This is an optimization exercise on Yosys and OpenROAD, whose aim is small area and few clock cycles, not a production implementation.
In this exercise RTL edits were held to simulation tests only and were not proved equivalent to the original.

try-onyx:
Design windowed_temperature_stability_detector_top, start of the top module:
module windowed_temperature_stability_detector_top (
  input  wire                clk,
  input  wire                rst_n,
  input  wire                cfg_we,
  input  wire  [1:0]         cfg_index,
  input  wire  [15:0]        cfg_wdata,
  input  wire                in_valid,
  output logic               in_stall,
  input  wire                in_command,
  input  wire  signed [15:0] in_temperature,
  output logic               out_valid,
  input  wire                out_stall,
  output logic               out_stable,
  output logic signed [15:0] out_stable_temperature,
  output logic signed [15:0] out_window_mean,
  output logic               out_window_full,
  output logic               out_near_setpoint,
  output logic               out_low_spread
);
Size in the first run: roughly 2,900 cells after synthesis.
==> module windowed_temperature_stability_detector_top, before the edit <==
module windowed_temperature_stability_detector_top (
  input  wire                clk,
  input  wire                rst_n,
  input  wire                cfg_we,
  input  wire  [1:0]         cfg_index,
  input  wire  [15:0]        cfg_wdata,
  input  wire                in_valid,
  output logic               in_stall,
  input  wire                in_command,
  input  wire  signed [15:0] in_temperature,
  output logic               out_valid,
  input  wire                out_stall,
  output logic               out_stable,
  output logic signed [15:0] out_stable_temperature,
  output logic signed [15:0] out_window_mean,
  output logic               out_window_full,
  output logic               out_near_setpoint,
  output logic               out_low_spread
);
  logic signed [15:0] sp_r;
  logic [9:0]         thr_r;
  logic [11:0]        dwc_r;
  always_ff @(posedge clk) begin
    if (!rst_n) begin
      sp_r  <= wtsd_pkg::SETPOINT_RST;
      thr_r <= wtsd_pkg::THRESHOLD_RST;
      dwc_r <= wtsd_pkg::DWELL_RST;
    end else if (cfg_we) begin
      case (cfg_index)
        2'd0: sp_r  <= cfg_wdata;
        2'd1: thr_r <= cfg_wdata[9:0];
        2'd2: dwc_r <= cfg_wdata[11:0];
        default: ;
      endcase
    end
  end
  logic              valid_r;      
  logic              pend_r;       
  logic              pcmd_r;       
  logic [4:0]        fill_r;       
  logic [4:0]        gap_r;
  logic signed [15:0] ring [17];
  logic signed [19:0] sum_r;
  logic [37:0]        spr_r;       
  wire full    = fill_r[4];
  wire empty   = (fill_r == 5'd0);
  wire handout = valid_r && !out_stall;
  wire slot0   = (gap_r == 5'd0);
  wire proc    = pend_r && (!valid_r || !out_stall) && (pcmd_r || slot0);
  wire take    = (!pend_r || proc) && (slot0 || empty || pcmd_r);
  assign in_stall = !take;
  wire accept = in_valid && take;
  wire ins    = accept && !in_command;
  wire push   = proc && !pcmd_r;
  wire clear  = proc && pcmd_r;
  always_ff @(posedge clk) begin
    if (!rst_n) begin
      valid_r <= 1'b0;
      pend_r  <= 1'b0;
      fill_r  <= 5'd0;
      gap_r   <= 5'd0;
    end else begin
      if (proc)         valid_r <= 1'b1;
      else if (handout) valid_r <= 1'b0;
      if (accept)       pend_r <= 1'b1;
      else if (proc)    pend_r <= 1'b0;
      if (clear)                fill_r <= 5'd0;
      else if (push && !full)   fill_r <= fill_r + 5'd1;
      if (ins || gap_r == 5'd16) gap_r <= 5'd0;
      else                       gap_r <= gap_r + 5'd1;
    end
  end
  always_ff @(posedge clk) begin
    if (accept) pcmd_r <= in_command;
  end
  always_ff @(posedge clk) begin
    ring[0] <= ins ? in_temperature : ring[16];
    for (int i = 1; i < 17; i++) ring[i] <= ring[i-1];
  end
  wire signed [15:0] x_n    = ins ? in_temperature : ring[16];
  wire               full_n = !clear && (full || (push && fill_r == 5'd15));
  wire signed [15:0] y_n    = full_n ? ring[15] : 16'sd0;
  logic signed [16:0] u_r;
  logic        [21:0] w_r;
  wire signed [19:0] sum_n;
  wire        [21:0] w_n;
  wire        [37:0] spr_n;
  wire signed [16:0] u = push ? u_r : 17'sd0;
  wire        [19:0] sum_a;
  wtsd_add20 u_add (
    .a (sum_r),
    .b (u),
    .s (sum_a)
  );
  assign sum_n = (!rst_n || clear) ? 20'sd0 : sum_a;
  wtsd_wsum u_wsum (
    .x (x_n),
    .y (y_n),
    .u (u_n),
    .s (sum_n),
    .w (w_n)
  );
  wire        [16:0] u_n;
  wtsd_sub17 u_sub (
    .a (x_n),
    .b (y_n),
    .d (u_n)
  );
  always_ff @(posedge clk) begin
    u_r <= u_n;
    w_r <= w_n;
  end
  wtsd_mac u_mac (
    .u (u),
    .w (w_r),
    .d (spr_r),
    .p (spr_n)
  );
  always_ff @(posedge clk) begin
    sum_r <= sum_n;
    if (!rst_n || clear) spr_r <= '0;
    else                 spr_r <= spr_n;
  end
  wire signed [15:0] mean = sum_r[19:4];
  wire               frac = |sum_r[3:0];
  wire [16:0] e;
  wire [10:0] e_t = 11'(e[9:0]) + 11'(thr_r) + 11'(frac);
  wtsd_sub17 u_esub (
    .a (mean),
    .b (sp_r),
    .d (e)
  );
  wire n_hi = e[16] || (e[15:10] == 6'd0 && e[9:0] < thr_r);
  wire n_lo = e[16] ? (e[15:10] == 6'h3f && e_t[10] && e_t[9:0] != 10'd0)
                    : (e[15:0] != 16'd0 || thr_r != 10'd0 || frac);
  wire               sq_lt;
  wtsd_sqlt u_sqlt (
    .t  (thr_r),
    .a  (spr_r[27:8]),
    .lt (sq_lt)
  );
  wire near = full && n_hi && n_lo;
  wire low  = full && (spr_r[37:28] == 10'd0) && sq_lt;
  logic        cand_r, stab_r;
  logic [11:0] dwl_r;
  logic signed [15:0] lat_r;
  logic        cand_a, stab_a;
  logic [11:0] dwl_a;
  logic signed [15:0] lat_a;
  always_comb begin
    cand_a = cand_r;
    stab_a = stab_r;
    dwl_a  = dwl_r;
    lat_a  = lat_r;
    if (!cand_r)
      dwl_a = '0;
    else if (dwl_r != wtsd_pkg::DWELL_MAX)
      dwl_a = dwl_r + 12'd1;
    if (empty) begin
      cand_a = 1'b0;
      stab_a = 1'b0;
    end else if (full) begin
      if (near && low) begin
        cand_a = 1'b1;
        if (dwl_a >= dwc_r && !stab_r) begin
          stab_a = 1'b1;
          lat_a  = mean;
        end
      end else begin
        cand_a = 1'b0;
        stab_a = 1'b0;
      end
    end
  end
  always_ff @(posedge clk) begin
    if (!rst_n) begin
      cand_r <= 1'b0;
      stab_r <= 1'b0;
      lat_r  <= '0;
    end else if (handout) begin
      cand_r <= cand_a;
      stab_r <= stab_a;
      lat_r  <= lat_a;
    end
  end
  always_ff @(posedge clk) begin
    if (handout) dwl_r <= dwl_a;
  end
  assign out_valid              = valid_r;
  assign out_stable             = stab_a;
  assign out_stable_temperature = lat_a;
  assign out_window_mean        = mean;
  assign out_window_full        = full;
  assign out_near_setpoint      = near;
  assign out_low_spread         = low;
endmodule
clock: 8.5 ns
lec_check: 0
abc_area: 1
cap_margin: 20
core_margin: 2
core_utilization: 65
cts_buf_list: sky130_fd_sc_hd__clkbuf_8
cts_cluster_diameter: 60
cts_cluster_size: 15
slew_margin: 20
standard.sh (not shown) runs the stock make flow with config.mk's settings and CLKGATE_MAP_FILE= SYNTH_SCRIPT=/design/flow/synth_recipe.tcl, a recipe that flattens the netlist after the stock synthesis.
==> flow/flow/run.sh <==
#!/bin/bash
# Own layout flow: the standard flow, with three changes.
#  1. Synthesis is the standard script (synth_recipe.tcl and ORFS synth.tcl),
#     except that the final ABC mapping uses flow/abc_area_nosize.script
#     (area mapping without ABC's own gate sizing); the registers are the
#     same as in the standard synthesis.
#  2. After synthesis, faflip.py flips the polarity of full-adder and xor
#     cells where that removes inverters, leaving every register and every
#     port function as synthesized.
#  3. Port buffers use buf_1 and the clock tree skips dummy loads.
# Each step writes its full output to a log file in this folder.
set -euo pipefail
RES=$PWD/orfs/results/$FLOW_PLATFORM/windowed_temperature_stability_detector_top/base
ABCS=$PWD/flow/abc_area_nosize.script
sed 's#^  log_cmd abc {\*}$abc_args$#  set abc_args [lreplace $abc_args 1 1 '"$ABCS"']\n  log_cmd abc {*}$abc_args#' \
  "$FLOW_HOME/scripts/synth.tcl" > synth_own.tcl
grep -q "$ABCS" synth_own.tcl
sed 's#^source $::env(SCRIPTS_DIR)/synth.tcl$#source '"$PWD"'/synth_own.tcl#' synth_recipe.tcl > synth_recipe_own.tcl
grep -q "synth_own.tcl" synth_recipe_own.tcl
bash standard.sh "SYNTH_SCRIPT=$PWD/synth_recipe_own.tcl" "$RES/1_2_yosys.v" > 1_synth.log 2>&1
cp "$RES/1_2_yosys.v" 1_2_yosys_synth.v
python3 flow/faflip.py 1_2_yosys_synth.v "$RES/1_2_yosys.v" > faflip.log 2>&1
touch "$RES/1_2_yosys.v"
bash standard.sh \
  "SYNTH_SCRIPT=$PWD/synth_recipe_own.tcl" \
  "BUFFER_PORTS_ARGS=-buffer_cell sky130_fd_sc_hd__buf_1" \
  "CTS_ARGS=-sink_clustering_enable -repair_clock_nets -buf_list sky130_fd_sc_hd__clkbuf_8 -sink_clustering_size 15 -sink_clustering_max_diameter 60 -dont_use_dummy_load" \
  finish > 2_layout.log 2>&1
Other scripts of this flow, unchanged in this note and not shown: flow/flow/abc_area_nosize.script, flow/flow/faflip.py
Testbench counts of try-onyx, summed over its fixed seeds: cycles 24,016.
What try-raven does differently from try-onyx at the input level:
diff --git a/flow/design.v b/flow/design.v
--- a/flow/design.v
+++ b/flow/design.v
@@ -1987,11 +1987,11 @@
   logic              pcmd_r;       
   logic [4:0]        fill_r;       
   logic [4:0]        gap_r;
   logic signed [15:0] ring [17];
   logic signed [19:0] sum_r;
-  logic [37:0]        spr_r;       
+  logic [37:4]        spr_r;
   wire full    = fill_r[4];
   wire empty   = (fill_r == 5'd0);
   wire handout = valid_r && !out_stall;
   wire slot0   = (gap_r == 5'd0);
   wire proc    = pend_r && (!valid_r || !out_stall) && (pcmd_r || slot0);
@@ -2027,14 +2027,16 @@
   end
   wire signed [15:0] x_n    = ins ? in_temperature : ring[16];
   wire               full_n = !clear && (full || (push && fill_r == 5'd15));
   wire signed [15:0] y_n    = full_n ? ring[15] : 16'sd0;
   logic signed [16:0] u_r;
-  logic        [21:0] w_r;
+  logic        [21:1] w_r;
   wire signed [19:0] sum_n;
   wire        [21:0] w_n;
   wire        [37:0] spr_n;
+  wire        [3:0]  spr_lo = {sum_r[1] ? (sum_r[0] ? sum_r[2] : 1'b1) : (sum_r[0] && !sum_r[2]),
+                               sum_r[1] || sum_r[0], sum_r[0], sum_r[0]};
   wire signed [16:0] u = push ? u_r : 17'sd0;
   wire        [19:0] sum_a;
   wtsd_add20 u_add (
     .a (sum_r),
     .b (u),
@@ -2054,22 +2056,22 @@
     .b (y_n),
     .d (u_n)
   );
   always_ff @(posedge clk) begin
     u_r <= u_n;
-    w_r <= w_n;
+    w_r <= w_n[21:1];
   end
   wtsd_mac u_mac (
     .u (u),
-    .w (w_r),
-    .d (spr_r),
+    .w ({w_r, u_r[0]}),
+    .d ({spr_r, spr_lo}),
     .p (spr_n)
   );
   always_ff @(posedge clk) begin
     sum_r <= sum_n;
     if (!rst_n || clear) spr_r <= '0;
-    else                 spr_r <= spr_n;
+    else                 spr_r <= spr_n[37:4];
   end
   wire signed [15:0] mean = sum_r[19:4];
   wire               frac = |sum_r[3:0];
   wire [16:0] e;
   wire [10:0] e_t = 11'(e[9:0]) + 11'(thr_r) + 11'(frac);
- On maximum frequency, try-raven and try-onyx are basically level.
- As far as combined area of the multi-input logic cells is concerned, try-raven and try-onyx perform about the same.
- Between try-raven and try-onyx, the difference in final instance count without filler cells is negligible.
- Of the two values seen for cell with the biggest individual delay on the critical path, sky130_fd_sc_hd__nand3_1 was produced by try-onyx and sky130_fd_sc_hd__fa_1 by try-raven.
- Diff try-onyx -> try-raven: minimum setup slack after placement lost 0.081 ns, vias per cell rose by 0.38%, area growth from synthesis to final layout shows an increase of 0.59 points.
Testbench counts of try-raven, summed over its fixed seeds: cycles 24,016.

[what the ideal ports hide]
How much do the figures lean on ideal ports? The routed layouts below were timed once more, with nothing changed but the port constraints. Step 1: set_driving_cell puts a clkbuf_16 on clk and a buf_2 on each other input, an assumption about the parent block. Step 2 times the ports against the registers' clock, not the clock port: input delays grow and output delays shrink by t, the midpoint of the rising clock arrivals with the driver on. a / b / c = no drivers / after step 1 / after step 2; a / b = the first two.
| run | t (ns) | slack for setup (ns) | worst setup path at the end |
|---|---|---|---|
| try-onyx | 0.650 | 0.644 / 0.591 / 0.169 | input to register |
| try-raven | 0.642 | 0.639 / 0.673 / 0.031 | input to register |
After both steps every run listed still meets setup and hold. For try-raven, which loses most, drivers alone change the setup slack by +0.034 ns; drivers and shift together by -0.608 ns.
